This design comes from an exercise in tuning for small area and a short achievable clock period on the open sky130 flow, not from production work. No run shown here included a check of the RTL's function; only the layout flow was run. Power figures rest on the tool's default switching activity, not on a simulated workload.

File: run.sh
#!/bin/bash
# synth_recipe.tcl (not shown) runs the flow's synth.tcl, then flattens the netlist and writes it again
# the make line also repeats each setting of config.mk as NAME=value (left out here)
make -C /OpenROAD-flow-scripts/flow DESIGN_CONFIG=/design/flow/config.mk WORK_HOME=/design/flow/orfs CLKGATE_MAP_FILE= SYNTH_SCRIPT=/design/flow/synth_recipe.tcl finish
File: config.mk
export PLATFORM = sky130hd
export DESIGN_NAME = loadStoreUnit
export DESIGN_NICKNAME = loadStoreUnit
export VERILOG_FILES = /design/flow/design.v
export SDC_FILE = /design/flow/constraint.sdc
export NUM_CORES = 4
export LEC_CHECK = 0
export CAP_MARGIN = 20
export CORE_MARGIN = 2
export CORE_UTILIZATION = 40
export SETUP_SLACK_MARGIN = 2.0
export SLEW_MARGIN = 20
export SYNTH_HIERARCHICAL = 1
File: constraint.sdc
create_clock -name core_clock -period 4.1 [get_ports {clk}]
set_input_delay 0.8200 -clock core_clock [delete_from_list [all_inputs] [get_ports {clk}]]
set_output_delay 0.8200 -clock core_clock [all_outputs]
set_load 0.01 [all_outputs]
File: design.v
`default_nettype none
package rvMemPkg;
    localparam int xlen = 64;
    localparam int maskWidth = xlen / 8;
    typedef logic [2:0] widthCode;
    localparam widthCode lb  = 3'b000;
    localparam widthCode lh  = 3'b001;
    localparam widthCode lw  = 3'b010;
    localparam widthCode ld  = 3'b011;
    localparam widthCode lbu = 3'b100;
    localparam widthCode lhu = 3'b101;
    localparam widthCode lwu = 3'b110;
    typedef union packed {
        logic [xlen-1:0] dword;
        logic [1:0][31:0] word;
        logic [3:0][15:0] half;
        logic [7:0][7:0] bytes;
    } memWord;
endpackage
`default_nettype wire
`default_nettype none
package platformPkg;
    localparam logic [63:0] mtimecmpAddr = 64'h0000_0000_0200_4000;
    localparam logic [63:0] mtimeAddr = 64'h0000_0000_0200_bff8;
    localparam logic [63:0] mtimecmpReset = '1;
endpackage
`default_nettype wire
`timescale 1ns/1ps
`default_nettype none
module accessControl (
    input  logic clk,
    input  logic arstN,
    input  logic reqValid,
    input  logic reqWrite,
    input  rvMemPkg::widthCode reqWidth,
    input  logic [rvMemPkg::xlen-1:0] reqAddr,
    input  logic [rvMemPkg::xlen-1:0] reqWdata,
    input  logic memStall,
    output logic busy,
    output logic done,
    output logic weMem,
    output logic reMem,
    output logic [rvMemPkg::xlen-1:0] heldAddr,
    output logic [rvMemPkg::xlen-1:0] heldWdata,
    output logic [rvMemPkg::maskWidth-1:0] heldMask,
    output logic [1:0] heldSize,
    output logic heldUnsigned,
    output logic captureLoad,
    output logic timerRead,
    output logic timerReadCmp,
    output logic writeMtime,
    output logic writeMtimecmp
);
    logic accept;
    logic hitMtime;
    logic hitMtimecmp;
    logic isTimer;
    logic [rvMemPkg::xlen-1:0] fmtData;
    logic [rvMemPkg::maskWidth-1:0] fmtMask;
    assign accept = reqValid && !busy;
    assign hitMtime = (reqAddr == platformPkg::mtimeAddr);
    assign hitMtimecmp = (reqAddr == platformPkg::mtimecmpAddr);
    assign isTimer = hitMtime || hitMtimecmp;
    storeFormatter uStoreFormatter (
        .size(reqWidth[1:0]),
        .offset(reqAddr[2:0]),
        .isTimer(isTimer),
        .wdata(reqWdata),
        .fmtData(fmtData),
        .fmtMask(fmtMask)
    );
    always_ff @(posedge clk) begin
        if (!busy) begin
            heldAddr <= reqAddr;
            heldWdata <= fmtData;
            heldMask <= fmtMask;
            heldSize <= reqWidth[1:0];
            heldUnsigned <= reqWidth[2];
            timerReadCmp <= hitMtimecmp;
        end
    end
    always_ff @(posedge clk or negedge arstN) begin
        if (!arstN) begin
            busy <= 1'b0;
            done <= 1'b0;
            weMem <= 1'b0;
            reMem <= 1'b0;
            timerRead <= 1'b0;
            writeMtime <= 1'b0;
            writeMtimecmp <= 1'b0;
        end else begin
            busy <= accept || (busy && !done);
            done <= ((weMem || reMem) && !memStall) || timerRead || writeMtime || writeMtimecmp;
            weMem <= (accept && reqWrite && !isTimer) || (weMem && memStall);
            reMem <= (accept && !reqWrite && !isTimer) || (reMem && memStall);
            timerRead <= accept && !reqWrite && isTimer;
            writeMtime <= accept && reqWrite && hitMtime;
            writeMtimecmp <= accept && reqWrite && hitMtimecmp;
        end
    end
    assign captureLoad = (reMem && !memStall) || timerRead;
endmodule
`default_nettype wire
`timescale 1ns/1ps
`default_nettype none
module storeFormatter (
    input  logic [1:0] size,         
    input  logic [2:0] offset,
    input  logic isTimer,
    input  logic [rvMemPkg::xlen-1:0] wdata,
    output logic [rvMemPkg::xlen-1:0] fmtData,
    output logic [rvMemPkg::maskWidth-1:0] fmtMask
);
    logic atLeastHalf;
    logic atLeastWord;
    logic isDouble;
    logic halfSel;
    logic wordSel;
    logic dwordSel;
    logic [7:0][7:0] b;
    logic [7:0][7:0] lane;
    logic [7:0] t1;
    logic [7:0] u3;
    logic [7:0] v2;
    assign atLeastHalf = (size != 2'd0);
    assign atLeastWord = size[1];
    assign isDouble = (size == 2'd3);
    assign halfSel = atLeastHalf || isTimer;
    assign wordSel = atLeastWord || isTimer;
    assign dwordSel = isDouble || isTimer;
    assign b = wdata;
    assign t1 = atLeastHalf ? b[1] : b[0];
    assign u3 = atLeastWord ? b[3] : t1;
    assign v2 = atLeastWord ? b[2] : b[0];
    assign lane[0] = b[0];
    assign lane[1] = halfSel ? b[1] : b[0];
    assign lane[2] = wordSel ? b[2] : b[0];
    assign lane[3] = wordSel ? b[3] : t1;
    assign lane[4] = dwordSel ? b[4] : b[0];
    assign lane[5] = dwordSel ? b[5] : t1;
    assign lane[6] = dwordSel ? b[6] : v2;
    assign lane[7] = dwordSel ? b[7] : u3;
    assign fmtData = lane;
    always_comb begin
        for (int k = 0; k < 8; k++) begin
            fmtMask[k] = isDouble ||
                         ((k[2] == offset[2]) &&
                          (atLeastWord ||
                           ((k[1] == offset[1]) &&
                            (atLeastHalf || (k[0] == offset[0])))));
        end
    end
endmodule
`default_nettype wire
`timescale 1ns/1ps
`default_nettype none
module loadAligner (
    input  logic clk,
    input  logic arstN,
    input  logic [2:0] offset,
    input  logic [1:0] size,
    input  logic isUnsigned,
    input  logic captureLoad,
    input  logic timerRead,
    input  logic timerReadCmp,
    input  logic [rvMemPkg::xlen-1:0] rdataMem,
    input  logic [rvMemPkg::xlen-1:0] mtime,
    input  logic [rvMemPkg::xlen-1:0] mtimecmp,
    output logic [rvMemPkg::xlen-1:0] rdData
);
    localparam int xlen = rvMemPkg::xlen;
    logic [7:0][7:0] src;
    logic atLeastHalf;
    logic atLeastWord;
    logic isDouble;
    logic [2:0] base;
    logic [2:0] top;
    logic ext;
    logic [7:0][7:0] res;
    assign src = timerRead ? (timerReadCmp ? mtimecmp : mtime) : rdataMem;
    assign atLeastHalf = (size != 2'd0);
    assign atLeastWord = size[1];
    assign isDouble = (size == 2'd3);
    assign base = offset & ~{isDouble, atLeastWord, atLeastHalf};
    assign top = base | {1'b0, atLeastWord, atLeastHalf};
    assign ext = !isUnsigned && src[top][7];
    assign res[0] = src[base];
    assign res[1] = atLeastHalf ? src[{base[2:1], 1'b1}] : {8{ext}};
    assign res[2] = atLeastWord ? src[{base[2], 2'b10}] : {8{ext}};
    assign res[3] = atLeastWord ? src[{base[2], 2'b11}] : {8{ext}};
    assign res[4] = isDouble ? src[4] : {8{ext}};
    assign res[5] = isDouble ? src[5] : {8{ext}};
    assign res[6] = isDouble ? src[6] : {8{ext}};
    assign res[7] = isDouble ? src[7] : {8{ext}};
    always_ff @(posedge clk or negedge arstN) begin
        if (!arstN) begin
            rdData <= '0;
        end else if (captureLoad) begin
            rdData <= res;
        end
    end
endmodule
`default_nettype wire
`timescale 1ns/1ps
`default_nettype none
module mmioTimer #(
    parameter int unsigned TimerStep = 1
) (
    input  logic clk,
    input  logic arstN,
    input  logic writeMtime,
    input  logic writeMtimecmp,
    input  logic [rvMemPkg::xlen-1:0] wdata,
    output logic [rvMemPkg::xlen-1:0] mtime,
    output logic [rvMemPkg::xlen-1:0] mtimecmp,
    output logic timerIrq
);
    localparam int xlen = rvMemPkg::xlen;
    logic [xlen-1:0] mtimeInc;
    logic mtimeAllOnes;
    logic [xlen-1:0] mtimeNext;
    logic [xlen-1:0] mtimecmpNext;
    logic [xlen-1:0] other;
    logic wdataGt;
    logic wdataLt;
    logic incEqCmp;
    logic irqNext;
    timerIncrement uIncrement (
        .value(mtime),
        .inc(mtimeInc),
        .allOnes(mtimeAllOnes)
    );
    assign mtimeNext = writeMtime ? wdata : ((TimerStep == 1) ? mtimeInc : mtime + xlen'(TimerStep));
    assign mtimecmpNext = writeMtimecmp ? wdata : mtimecmp;
    assign other = writeMtime ? mtimecmp : mtime;
    treeCompare uCompare (
        .a(wdata),
        .b(other),
        .gt(wdataGt),
        .lt(wdataLt)
    );
    incEqual uIncEqual (
        .value(mtime),
        .target(mtimecmpNext),
        .eq(incEqCmp)
    );
    always_comb begin
        if (writeMtime) begin
            irqNext = !wdataLt;
        end else if (writeMtimecmp) begin
            irqNext = incEqCmp || (!mtimeAllOnes && !wdataGt);
        end else begin
            irqNext = incEqCmp || (!mtimeAllOnes && timerIrq);
        end
    end
    always_ff @(posedge clk or negedge arstN) begin
        if (!arstN) begin
            mtime <= '0;
            mtimecmp <= platformPkg::mtimecmpReset;
            timerIrq <= 1'b0;
        end else begin
            mtime <= mtimeNext;
            mtimecmp <= mtimecmpNext;
            timerIrq <= irqNext;
        end
    end
endmodule
module timerIncrement (
    input  logic [63:0] value,
    output logic [63:0] inc,
    output logic allOnes
);
    logic [3:0][3:0][3:0] notRun;
    logic [3:0][3:0] notBlocks;
    logic [3:0] groupOnes;
    logic [3:0] notGroups;
    logic [63:0] carry;
    for (genvar a = 0; a < 4; a++) begin : gGroup
        for (genvar b = 0; b < 4; b++) begin : gBlock
            gateNand #(.N(1)) uRun0 (.a(value[16*a+4*b]), .y(notRun[a][b][0]));
            for (genvar c = 1; c < 4; c++) begin : gRun
                gateNand #(.N(c + 1)) uRun (
                    .a(value[16*a+4*b +: c + 1]),
                    .y(notRun[a][b][c])
                );
            end
        end
        assign notBlocks[a][0] = 1'b0;
        assign notBlocks[a][1] = notRun[a][0][3];
        gateOr #(.N(2)) uBlocks2 (
            .a({notRun[a][1][3], notRun[a][0][3]}),
            .y(notBlocks[a][2])
        );
        gateOr #(.N(3)) uBlocks3 (
            .a({notRun[a][2][3], notRun[a][1][3], notRun[a][0][3]}),
            .y(notBlocks[a][3])
        );
        gateNor #(.N(4)) uGroupOnes (
            .a({notRun[a][3][3], notRun[a][2][3], notRun[a][1][3], notRun[a][0][3]}),
            .y(groupOnes[a])
        );
    end
    assign notGroups[0] = 1'b0;
    gateNand #(.N(1)) uGroups1 (.a(groupOnes[0]), .y(notGroups[1]));
    gateNand #(.N(2)) uGroups2 (.a(groupOnes[1:0]), .y(notGroups[2]));
    gateNand #(.N(3)) uGroups3 (.a(groupOnes[2:0]), .y(notGroups[3]));
    gateAnd #(.N(4)) uAllOnes (.a(groupOnes), .y(allOnes));
    assign carry[0] = 1'b1;
    for (genvar i = 0; i < 63; i++) begin : gCarry
        localparam int a = i / 16;
        localparam int b = (i / 4) % 4;
        localparam int c = i % 4;
        if (a == 0 && b == 0) begin : gRunOnly
            gateNor #(.N(1)) uCarry (.a(notRun[a][b][c]), .y(carry[i+1]));
        end else if (a == 0) begin : gBlocksRun
            gateNor #(.N(2)) uCarry (
                .a({notBlocks[a][b], notRun[a][b][c]}),
                .y(carry[i+1])
            );
        end else if (b == 0) begin : gGroupsRun
            gateNor #(.N(2)) uCarry (
                .a({notGroups[a], notRun[a][b][c]}),
                .y(carry[i+1])
            );
        end else begin : gAll
            gateNor #(.N(3)) uCarry (
                .a({notGroups[a], notBlocks[a][b], notRun[a][b][c]}),
                .y(carry[i+1])
            );
        end
    end
    assign inc = value ^ carry;
endmodule
module treeCompare (
    input  logic [63:0] a,
    input  logic [63:0] b,
    output logic gt,
    output logic lt
);
    logic [6:0][63:0] g;
    logic [6:0][63:0] l;
    assign g[0] = a & ~b;
    assign l[0] = ~a & b;
    for (genvar lv = 0; lv < 6; lv++) begin : gLevel
        for (genvar i = 0; i < (64 >> (lv + 1)); i++) begin : gNode
            if (lv % 2 == 0) begin : gPos
                compareNodePos uNode (
                    .gtHigh(g[lv][2*i+1]),
                    .ltHigh(l[lv][2*i+1]),
                    .gtLow(g[lv][2*i]),
                    .ltLow(l[lv][2*i]),
                    .notGt(g[lv+1][i]),
                    .notLt(l[lv+1][i])
                );
            end else begin : gNeg
                compareNodeNeg uNode (
                    .notGtHigh(g[lv][2*i+1]),
                    .notLtHigh(l[lv][2*i+1]),
                    .notGtLow(g[lv][2*i]),
                    .notLtLow(l[lv][2*i]),
                    .gt(g[lv+1][i]),
                    .lt(l[lv+1][i])
                );
            end
        end
        assign g[lv+1][63:(64 >> (lv + 1))] = '0;
        assign l[lv+1][63:(64 >> (lv + 1))] = '0;
    end
    assign gt = g[6][0];
    assign lt = l[6][0];
endmodule
module compareNodePos (
    input  logic gtHigh,
    input  logic ltHigh,
    input  logic gtLow,
    input  logic ltLow,
    output logic notGt,
    output logic notLt
);
    assign notGt = !((gtHigh || gtLow) && !ltHigh);
    assign notLt = !((ltHigh || ltLow) && !gtHigh);
endmodule
module compareNodeNeg (
    input  logic notGtHigh,
    input  logic notLtHigh,
    input  logic notGtLow,
    input  logic notLtLow,
    output logic gt,
    output logic lt
);
    assign gt = !((notGtHigh && notGtLow) || !notLtHigh);
    assign lt = !((notLtHigh && notLtLow) || !notGtHigh);
endmodule
module incEqual (
    input  logic [63:0] value,
    input  logic [63:0] target,
    output logic eq
);
    logic [63:0] diff;
    logic [63:0] below;
    logic [63:0] ok;
    logic [15:0] notOk4;
    logic [3:0] ok16;
    logic notEq;
    assign diff = value ^ target;
    assign below = value & ~target;
    for (genvar i = 0; i < 63; i++) begin : gStep
        assign ok[i] = (diff[i+1] == below[i]);
    end
    assign ok[63] = diff[0];
    for (genvar i = 0; i < 16; i++) begin : gAnd4
        gateNand #(.N(4)) uAnd (.a(ok[4*i +: 4]), .y(notOk4[i]));
    end
    for (genvar i = 0; i < 4; i++) begin : gAnd16
        gateNor #(.N(4)) uAnd (.a(notOk4[4*i +: 4]), .y(ok16[i]));
    end
    gateNand #(.N(4)) uAnd64 (.a(ok16), .y(notEq));
    assign eq = !notEq;
endmodule
module gateNand #(
    parameter int N = 2
) (
    input  logic [N-1:0] a,
    output logic y
);
    assign y = !(&a);
endmodule
module gateNor #(
    parameter int N = 2
) (
    input  logic [N-1:0] a,
    output logic y
);
    assign y = !(|a);
endmodule
module gateOr #(
    parameter int N = 2
) (
    input  logic [N-1:0] a,
    output logic y
);
    assign y = |a;
endmodule
module gateAnd #(
    parameter int N = 2
) (
    input  logic [N-1:0] a,
    output logic y
);
    assign y = &a;
endmodule
`default_nettype wire
`timescale 1ns/1ps
`default_nettype none
module loadStoreUnit #(
    parameter int unsigned TimerStep = 1
) (
    input  logic clk,
    input  logic arstN,
    input  logic reqValid,
    input  logic reqWrite,
    input  rvMemPkg::widthCode reqWidth,
    input  logic [rvMemPkg::xlen-1:0] reqAddr,
    input  logic [rvMemPkg::xlen-1:0] reqWdata,
    input  logic [rvMemPkg::xlen-1:0] rdataMem,
    input  logic memStall,
    output logic busy,
    output logic done,
    output logic [rvMemPkg::xlen-1:0] rdData,
    output logic [rvMemPkg::xlen-1:0] address,
    output logic weMem,
    output logic reMem,
    output logic [rvMemPkg::xlen-1:0] wdataMem,
    output logic [rvMemPkg::maskWidth-1:0] wmaskMem,
    output logic timerIrq
);
    logic [rvMemPkg::xlen-1:0] heldAddr;
    logic [rvMemPkg::xlen-1:0] heldWdata;
    logic [rvMemPkg::maskWidth-1:0] heldMask;
    logic [1:0] heldSize;
    logic heldUnsigned;
    logic captureLoad;
    logic timerRead;
    logic timerReadCmp;
    logic writeMtime;
    logic writeMtimecmp;
    logic [rvMemPkg::xlen-1:0] mtime;
    logic [rvMemPkg::xlen-1:0] mtimecmp;
    accessControl uAccessControl (
        .clk(clk),
        .arstN(arstN),
        .reqValid(reqValid),
        .reqWrite(reqWrite),
        .reqWidth(reqWidth),
        .reqAddr(reqAddr),
        .reqWdata(reqWdata),
        .memStall(memStall),
        .busy(busy),
        .done(done),
        .weMem(weMem),
        .reMem(reMem),
        .heldAddr(heldAddr),
        .heldWdata(heldWdata),
        .heldMask(heldMask),
        .heldSize(heldSize),
        .heldUnsigned(heldUnsigned),
        .captureLoad(captureLoad),
        .timerRead(timerRead),
        .timerReadCmp(timerReadCmp),
        .writeMtime(writeMtime),
        .writeMtimecmp(writeMtimecmp)
    );
    loadAligner uLoadAligner (
        .clk(clk),
        .arstN(arstN),
        .offset(heldAddr[2:0]),
        .size(heldSize),
        .isUnsigned(heldUnsigned),
        .captureLoad(captureLoad),
        .timerRead(timerRead),
        .timerReadCmp(timerReadCmp),
        .rdataMem(rdataMem),
        .mtime(mtime),
        .mtimecmp(mtimecmp),
        .rdData(rdData)
    );
    mmioTimer #(
        .TimerStep(TimerStep)
    ) uMmioTimer (
        .clk(clk),
        .arstN(arstN),
        .writeMtime(writeMtime),
        .writeMtimecmp(writeMtimecmp),
        .wdata(heldWdata),
        .mtime(mtime),
        .mtimecmp(mtimecmp),
        .timerIrq(timerIrq)
    );
    assign address = heldAddr;
    assign wdataMem = heldWdata;
    assign wmaskMem = heldMask;
endmodule
`default_nettype wire
==> impl_metrics.csv, run 1 <==
group,metric,value,unit
run_status,run_status,"complete, no violations",
timing,min_period,2.966,ns
global_route,grt.total_usage,29.53,%
timing,fin_skew,0.04864,ns
global_route,grt_pass1_vias,19760,
place,globalplace.congestion,0.9168,
die,core_area,0.05520,sq mm
layout,mostFrequentLayoutCell,"sky130_fd_sc_hd__mux2_2",
setup_path,crit_path_end,"uMmioTimer.timerIrq$_DFF_PN0_",
timing,maxSlewViolCount,0,
setup_path,slowest_delay,0.49,ns
global_route,grt_max_degree,98,
route,remaining_drc_errors,0,
clock_tree,cts_inserted_buffers,43,
synth,main_synth_ff_type,"sky130_fd_sc_hd__edfxtp_1",
synth,synth_cell_types,71,
setup_path,worst-r2r-setup-slack,1.13,ns
clock_tree,clock_path_buffers,3,
route,routed-via-count,19600,
global_route,grt_pass1_wl,126200,um
route,drt_pass1_iterations,8,
clock_tree,clock_sink_count,340,
place,place_area,0.02712,sq mm
synth,synth.net_count,2334,
timing,finalSetupViolCount,0,
layout,area_delta_synth_final,49.59,%
setup_path,crit_top_cell,"sky130_fd_sc_hd__o21bai_4",
timing,finalHoldViolations,0,
setup_path,start_kind,"flop",
setup_path,timing.reg2reg.worst_path_depth,14,
synth,syn_area_per_cell,10.80,sq um
setup_path,crit-reg2reg-capture,"uMmioTimer.timerIrq$_DFF_PN0_",
synth,postSynthRegisterBits,340,
clock_tree,htree_levels,2,
route,postRouteWirelength,88120,um
synth,synthesis.area,0.02238,sq mm
setup_path,cp-startpoint,"uAccessControl.writeMtime$_DFF_PN0_",
layout,finish.instance_area,0.03347,sq mm
synth,synth.yosys.warnings,10,
place,hpwl,60150,um
timing,timing_worst_slew_pin_value,0.8612,ns
layout,layout.nets,2982,
route,drtAntennaViolNets,0,
clock_tree,cts_tree,"done",
timing,setup-tns-final,0,ns
die,floorplan.initialDensity,40.53,%
setup_path,path_max_fanout,9,
synth,synth_edf_count,140,
die,floorplan.rows,86,
route,drtIter0Drc,1499,
route,drt-wirelength-per-cell,25.16,um
setup_path,cp_cell_sequence,"buf_12 -> buf_16 -> mux2_2 -> and2b_2 -> o21bai_4 -> a21boi_4 -> buf_4 -> o21bai_4 -> a21boi_2 -> o21bai_4 -> a21boi_2 -> nand2b_1 -> a21oi_1 -> o31a_1",
job,maxCapViolCount,0,
die,number_of_primary_i_o_pins,405,
route,viasPerCell,5.595,
timing,grt_setup_unrepaired,"yes",
die,die-area,0.05785,sq mm
synth,synthCells,2071,
global_route,leftover_overflow_at_the_end_of_global_routing,0,
setup_path,worst_setup_path_end_kind,"flop",
power,cellPowerDensity,456.3,mW/mm^2
setup_path,worstReg2RegStart,"uAccessControl.writeMtime$_DFF_PN0_",
synth,async_reset_ff_share,58.82,%
worst_hold_path,hold_class,"primary input to async pin",
die,floorplan.die.width,240.5,um
layout,final_cell_mix,"sky130_fd_sc_hd__mux2_2, sky130_fd_sc_hd__buf_4, sky130_fd_sc_hd__edfxtp_1, sky130_fd_sc_hd__buf_6, sky130_fd_sc_hd__clkdlybuf4s50_1",
clock_tree,clkSlewWorstSetupHoldPaths,0.06,ns
setup_path,crit_slowest_cell,"sky130_fd_sc_hd__dfrtp_4",
global_route,initial_antenna_violation_count,5,
setup_path,timing_worst_setup_path_type,"flop to flop",
power,power_leakage,14.49,nW
power,ir_drop,0.0004740,V
die,die_h,240.5,um
setup_path,cp_data_required_time,4.59,ns
setup_path,worstPathArrival,3.46,ns
layout,layout-drive-gt1-share,47.06,%
timing,max-slew-margin-rel,42.59,%
clock_tree,clk_root_buffer_cell,"sky130_fd_sc_hd__clkbuf_16",
clock_tree,clk-insertion-delay-late,0.62,ns
timing,fmax,0.3371,GHz
timing,post-route-period-util,72.35,%
place,place.port_buffers,404,
synth,synth_seq_area_share,41.51,%
-- modules after synthesis (local to each module, per instance), excerpt --
module / flops+latches / cells / area, sq um / times used
accessControl: 147 / 198 / 4723 / 1
incEqual: 0 / 191 / 1598 / 1
treeCompare: 0 / 128 / 1121 / 1
compareNodeNeg: 0 / 2 / 15.01 / 21
compareNodePos: 0 / 2 / 15.01 / 42
timerIncrement: 0 / 64 / 555.5 / 1
loadAligner: 64 / 626 / 5471 / 1
storeFormatter: 0 / 227 / 1239 / 1
-- cell type report --
type	instances	area (sq um)
fillers	4493	21730
multi-input cells	1528	14090
flip-flops and latches	340	9319
repair buffers	706	7217
clock buffers	49	1109
well taps	748	935.9
clock inverters	31	412.9
inverters	100	386.6
diodes	1	2.502
-- synthesized netlist by cell type (8+ instances only) --
| library cell | n | area share (%) |
|---|---|---|
| sky130_fd_sc_hd__nor4_1 | 10 | 0.28 |
| sky130_fd_sc_hd__o21bai_1 | 85 | 2.9 |
| sky130_fd_sc_hd__buf_2 | 29 | 0.65 |
| sky130_fd_sc_hd__dfrtp_1 | 136 | 15 |
| sky130_fd_sc_hd__o21ai_2 | 41 | 1.6 |
| sky130_fd_sc_hd__nor2_1 | 148 | 2.5 |
| sky130_fd_sc_hd__o32a_1 | 8 | 0.36 |
| sky130_fd_sc_hd__a22oi_1 | 9 | 0.30 |
| sky130_fd_sc_hd__mux2i_1 | 71 | 3.2 |
| sky130_fd_sc_hd__nand3_1 | 20 | 0.45 |
| sky130_fd_sc_hd__o22ai_1 | 10 | 0.28 |
| sky130_fd_sc_hd__inv_1 | 100 | 1.7 |
| sky130_fd_sc_hd__nand4_1 | 39 | 1.1 |
| sky130_fd_sc_hd__a211oi_1 | 52 | 1.7 |
| sky130_fd_sc_hd__nor2b_1 | 52 | 1.5 |
| sky130_fd_sc_hd__and2b_2 | 128 | 5.0 |
| sky130_fd_sc_hd__nor3_2 | 37 | 1.7 |
| sky130_fd_sc_hd__edfxtp_1 | 140 | 19 |
| sky130_fd_sc_hd__xor2_1 | 125 | 4.9 |
| sky130_fd_sc_hd__buf_4 | 28 | 0.94 |
| sky130_fd_sc_hd__a21o_1 | 10 | 0.34 |
| sky130_fd_sc_hd__nand2_1 | 98 | 1.6 |
| sky130_fd_sc_hd__dfstp_2 | 64 | 7.5 |
| sky130_fd_sc_hd__nor4_2 | 12 | 0.67 |
| sky130_fd_sc_hd__buf_6 | 27 | 1.4 |
| sky130_fd_sc_hd__o21ai_0 | 50 | 1.1 |
| sky130_fd_sc_hd__nor3_1 | 19 | 0.42 |
| sky130_fd_sc_hd__mux2_2 | 211 | 11 |
| sky130_fd_sc_hd__ha_1 | 63 | 3.5 |
| sky130_fd_sc_hd__a21boi_1 | 42 | 1.4 |
| sky130_fd_sc_hd__nor3b_1 | 8 | 0.27 |
| sky130_fd_sc_hd__clkbuf_1 | 21 | 0.35 |
| sky130_fd_sc_hd__a21oi_1 | 93 | 2.1 |
-- where the power goes --
part,switching [mW],leakage (nW),internal (mW)
Sequential,0.618,3.79,4.49
Combinational,3.00,9.95,3.01
Clock,1.67,0.743,2.48
Total,5.29,14.5,9.99
-- metrics by stage --
step                cells  setup slack [ns]  hold WS [ns]  util (%)  power (mW)
global route         3503             1.064        0.2531     60.64       15.84
floorplan            2071             1.229        0.4834         -       7.319
finish               3503             1.134        0.2228     60.64       15.27
detailed placement   3155            0.2411        0.4629     49.13       9.920
global placement     3155            0.3370        0.4689     49.13       9.877
CTS                  3465             1.154        0.2463     58.27       14.91
-- timing repair --
action,CTS,global route
gates cloned,19,5
resized for setup,1008,338
buffers inserted,211,32
pin swaps,109,94
endpoints found under the setup margin,385,271
hold buffers,0,0
-- worst min path at each step --
stage / startpoint / to / slack, ns / depth (start not counted)
3_5_place_dp: uAccessControl.done$_DFF_PN0_ / uAccessControl.busy$_DFF_PN0_ / 0.46 / 1
4_1_cts: arstN / uMmioTimer.mtime[50]$_DFF_PN0_ / 0.25 / 1
6_report: arstN / uMmioTimer.mtime[50]$_DFF_PN0_ / 0.22 / 1
3_3_place_gp: uAccessControl.done$_DFF_PN0_ / uAccessControl.busy$_DFF_PN0_ / 0.47 / 1
5_1_grt: arstN / uMmioTimer.mtime[50]$_DFF_PN0_ / 0.25 / 1
2_1_floorplan: uAccessControl.writeMtimecmp$_DFF_PN0_ / uAccessControl.done$_DFF_PN0_ / 0.48 / 2
-- critical path, delay by kind of cell (launching register included) --
| kind | cells | cell delay, ns |
|---|---|---|
| AO/OA/AOI/OAI | 8 | 1.30 |
| buffers and inverters | 3 | 0.46 |
| flip-flops | 1 | 0.49 |
| multiplexers | 1 | 0.27 |
| AND/OR/NAND/NOR | 2 | 0.32 |
-- state kept, by name, indices dropped and copies added, names as in the netlist, 2 cells and up --
register and flops:
uAccessControl.heldAddr 64, uAccessControl.heldWdata 64, uLoadAligner.rdData 64, uMmioTimer.mtime 64
uMmioTimer.mtimecmp 64, uAccessControl.heldMask 8, uAccessControl.heldSize 2
-- per-layer routing --
layer	track usage, %	part of all wire [%]	vias up
met2	49.66	48	915
met4	11.63	4.6	4
met1	36.96	40	9728
met5	0	0.026	-
li1	-	-	8761
met3	6.372	7.9	193
-- cell families after synthesis --
| family | synth area share (%) |
|---|---|
| AO/OA/AOI/OAI | 13.84 |
| multiplexers | 14.65 |
| adder cells (fa/ha/maj) | 3.523 |
| flip-flops | 41.51 |
| XOR/XNOR | 4.994 |
| buffers and inverters | 5.083 |
| AND/OR/NAND/NOR | 16.40 |
==> run 2, diff against run 1 <==
--- a/config.mk
+++ b/config.mk
@@ -8,6 +8,5 @@
 export CAP_MARGIN = 20
 export CORE_MARGIN = 2
 export CORE_UTILIZATION = 40
-export SETUP_SLACK_MARGIN = 2.0
 export SLEW_MARGIN = 20
 export SYNTH_HIERARCHICAL = 1
==> impl_metrics.csv, run 2 <==
group,metric,value,unit
layout,layout.nets,2717,
synth,parity_gate_share_of_the_synthesized_area_counting_xor_and_xnor_cells,4.994,%
clock_tree,cts_inserted_buffers,42,
synth,async_reset_ff_share,58.82,%
die,die-area,0.05785,sq mm
layout,mostFrequentLayoutCell,"sky130_fd_sc_hd__clkdlybuf4s50_1",
clock_tree,clock_path_buffers,3,
synth,dominant_combinational_cell_family_by_area_after_synthesis,"simple AND/OR/NAND/NOR gates",
clock_tree,cts_tree,"done",
power,power_leakage,11.56,nW
global_route,leftover_overflow_at_the_end_of_global_routing,0,
timing,min_period,3.331,ns
synth,synth.cells.most_frequent,"sky130_fd_sc_hd__mux2_2, sky130_fd_sc_hd__nor2_1, sky130_fd_sc_hd__edfxtp_1, sky130_fd_sc_hd__dfrtp_1, sky130_fd_sc_hd__and2b_2",
clock_tree,clock_sink_count,340,
run_status,run_status,"complete, no violations",
die,number_of_primary_i_o_pins,405,
setup_path,start_kind,"primary input",
route,routed-via-count,18010,
setup_path,critical_path.top_delay_family,"simple AND/OR/NAND/NOR gates",
setup_path,worstReg2RegStart,"uAccessControl.writeMtime$_DFF_PN0_",
worst_hold_path,hold_class,"primary input to async pin",
synth,synth_edf_count,140,
clock_tree,post_cts_resize_count,0,
synth,synth-compound-area-share,13.84,%
setup_path,worst_setup_path_end_kind,"flop",
setup_path,cp_cell_sequence,"clkdlybuf4s50_1 -> nor4_2 -> nand4_1 -> or4_1 -> nor2_1 -> nor2_1 -> buf_4 -> nor2_1 -> nor2_1",
route,postRouteWirelength,79760,um
route,remaining_drc_errors,0,
synth,synth_seq_area_share,41.51,%
place,hpwl,60760,um
clock_tree,clk-insertion-delay-late,0.59,ns
global_route,initial_antenna_violation_count,1,
route,drt-wirelength-per-cell,24.66,um
timing,timing_worst_slew_pin_value,1.069,ns
global_route,grt_pass1_vias,18200,
setup_path,crit_top_cell,"sky130_fd_sc_hd__nor2_1",
synth,synth_simple_gate_area_share,16.40,%
clock_tree,postCtsSetupBuffers,0,
synth,synth.yosys.warnings,10,
timing,fin_skew,0.02427,ns
place,globalplace.congestion,0.8972,
setup_path,worstPathBufferInverterCount,2,
route,viasPerCell,5.567,
timing,grt_setup_unrepaired,"no",
layout,num_antenna_cells,0,
synth,synthDominantCellAreaShare,18.79,%
synth,synthDominantAreaCellType,"sky130_fd_sc_hd__edfxtp_1",
setup_path,cp-startpoint,"reqAddr[26]",
die,die_h,240.5,um
global_route,grt_max_degree,124,
setup_path,worst-r2r-setup-slack,0.79,ns
timing,setup-tns-final,0,ns
power,ir_drop,0.0004578,V
power,total_power,13.76,mW
timing,finalHoldViolations,0,
place,place.port_buffers,404,
setup_path,path_max_fanout,13,
setup_path,worstPathArrival,3.66,ns
place,place_area,0.02703,sq mm
layout,filler_cell_count,4942,
setup_path,slowest_delay,0.64,ns
layout,area_delta_synth_final,27.24,%
synth,synth_fa_ha_area_share,3.523,%
clock_tree,clk_root_buffer_cell,"sky130_fd_sc_hd__clkbuf_16",
setup_path,crit-reg2reg-capture,"uMmioTimer.timerIrq$_DFF_PN0_",
synth,postSynthRegisterBits,340,
synth,synth.net_count,2334,
route,drtIter0Drc,1474,
clock_tree,ctsHoldBuffers,0,
timing,fmax,0.3002,GHz
setup_path,cp_data_required_time,4.43,ns
synth,synthesis.area,0.02238,sq mm
power,cellPowerDensity,483.3,mW/mm^2
synth,synth_cell_types,71,
route,drtAntennaViolNets,0,
job,maxCapViolCount,0,
synth,synth.mux.area_fraction,14.65,%
clock_tree,clkSlewWorstSetupHoldPaths,0.06,ns
global_route,grt_pass1_wl,117000,um
global_route,grt.total_usage,27.20,%
timing,max-slew-margin-rel,28.49,%
synth,synth.most_common_cell,"sky130_fd_sc_hd__mux2_2",
clock_tree,htree_levels,2,
layout,final_cell_mix,"sky130_fd_sc_hd__clkdlybuf4s50_1, sky130_fd_sc_hd__mux2_2, sky130_fd_sc_hd__nor2_1, sky130_fd_sc_hd__edfxtp_1, sky130_fd_sc_hd__dfrtp_1",
synth,syn_area_per_cell,10.80,sq um
die,core_area,0.05520,sq mm
synth,synthCells,2071,
timing,maxSlewViolCount,0,
die,floorplan.die.width,240.5,um
route,drt_pass1_iterations,5,
die,floorplan.initialDensity,40.53,%
layout,finish.instance_area,0.02847,sq mm
synth,main_synth_ff_type,"sky130_fd_sc_hd__edfxtp_1",
setup_path,timing_worst_setup_path_type,"primary input to flop",
setup_path,crit_slowest_cell,"sky130_fd_sc_hd__or4_1",
layout,layout-drive-gt1-share,25.21,%
die,floorplan.rows,86,
timing,post-route-period-util,81.25,%
setup_path,timing.reg2reg.worst_path_depth,12,
synth,yosys-top-cells-area,"sky130_fd_sc_hd__edfxtp_1, sky130_fd_sc_hd__dfrtp_1, sky130_fd_sc_hd__mux2_2",
timing,finalSetupViolCount,0,
run 2: report_power, final:
part           internal (mW)  leakage (nW)  switching, mW
sequential              4.50          3.82          0.824
clock                   2.28         0.705           1.62
combinational           2.27          7.04           2.27
run 2: area by class of cell:
cell class	count	area [sq um]	share of cell area, %
multi-input cells	1523	11960	42.01
flip-flops and latches	340	9298	32.66
repair buffers	447	4458	15.66
clock buffers	59	1217	4.276
well taps	748	935.9	3.287
inverters	100	382.9	1.345
clock inverters	18	217.7	0.7647
run 2: per-layer routing:
metal  share of wire [%]  GRT usage [%]
met4                 2.9          8.319
met3                 7.7          5.316
met5                   0              0
met1                  41          35.07
met2                  48          46.04
run 2: per-stage QoR:
step	hold WS (ns)	worst slack [ns]	util [%]	cells
6_report	0.3015	0.7686	51.58	3235
5_1_grt	0.3597	0.6251	51.58	3235
4_1_cts	0.3446	0.7567	51.57	3235
3_5_place_dp	0.4346	0.1503	48.97	3158
3_3_place_gp	0.4434	0.1812	48.97	3158
2_1_floorplan	0.4824	0.4575	-	2071
run 2: Yosys stat by module, one instance, submodules excluded, a selection:
module          cells inside  area, sq um
storeFormatter           227         1239
compareNodePos             2        15.01
accessControl            198         4723
loadAligner              626         5471
timerIncrement            64        555.5
incEqual                 191         1598
treeCompare              128         1121
run 2: worst max-delay path by stage:
stage / end / slack [ns] / depth (start not counted)
after global routing: uMmioTimer.timerIrq$_DFF_PN0_ / 0.63 / 12
after detailed placement: uAccessControl.heldWdata[25]$_DFFE_PN_ / 0.15 / 9
final: uAccessControl.heldWdata[25]$_DFFE_PN_ / 0.77 / 9
after global placement: uAccessControl.heldWdata[30]$_DFFE_PN_ / 0.18 / 9
after CTS: uAccessControl.heldWdata[25]$_DFFE_PN_ / 0.76 / 9
after floorplan: uAccessControl.heldAddr[0]$_DFFE_PN_ / 0.46 / 1
run 2: worst reg2reg max path, stage by stage (launching register included):
cell and delay [ns]:
sky130_fd_sc_hd__dfrtp_4 0.61, sky130_fd_sc_hd__buf_12 0.29, sky130_fd_sc_hd__mux2_2 0.40, sky130_fd_sc_hd__and2b_2 0.20, sky130_fd_sc_hd__o21bai_1 0.17, sky130_fd_sc_hd__a21boi_1 0.30
sky130_fd_sc_hd__o21bai_1 0.23, sky130_fd_sc_hd__a21boi_1 0.12, sky130_fd_sc_hd__o21bai_1 0.26, sky130_fd_sc_hd__a21boi_1 0.18, sky130_fd_sc_hd__nand2b_1 0.11, sky130_fd_sc_hd__a21oi_1 0.06
sky130_fd_sc_hd__o31a_1 0.23
run 2: cell families after synthesis:
| group | Yosys count |
|---|---|
| and+or+nand+nor | 599 |
| DFF | 340 |
| xor gates and xnor gates | 126 |
| buffers and inverters | 208 |
| AOI/OAI and AO/OA | 444 |
| adders and majority gates | 63 |
| muxes | 291 |

==> port drivers added, routing unchanged <==
How much do the figures lean on ideal ports? The routed layouts below were timed once more, with nothing changed but the port constraints.
Step 1, drivers: a clkbuf_16 drives clk and a buf_2 each remaining input, both assumed.
Step 2 moves the port delays by t, midway between the first and last clock arrival at a register: inputs arrive t later, outputs are due t later. That takes back most of the time a late clock gives input paths.
Slacks: ideal ports / drivers / drivers and shift; pairs: ideal ports / drivers.
| run | t (ns) | setup slack, ns | worst setup path at the end |
|---|---|---|---|
| run 1 | 0.645 | 1.134 / 1.134 / 0.831 | input to register |
| run 2 | 0.639 | 0.769 / 0.793 / 0.167 | input to register |
After both steps setup and hold are still met in every run listed. The setup slack of run 2, which loses most, moves by +0.024 ns with the drivers and by -0.602 ns with both steps.
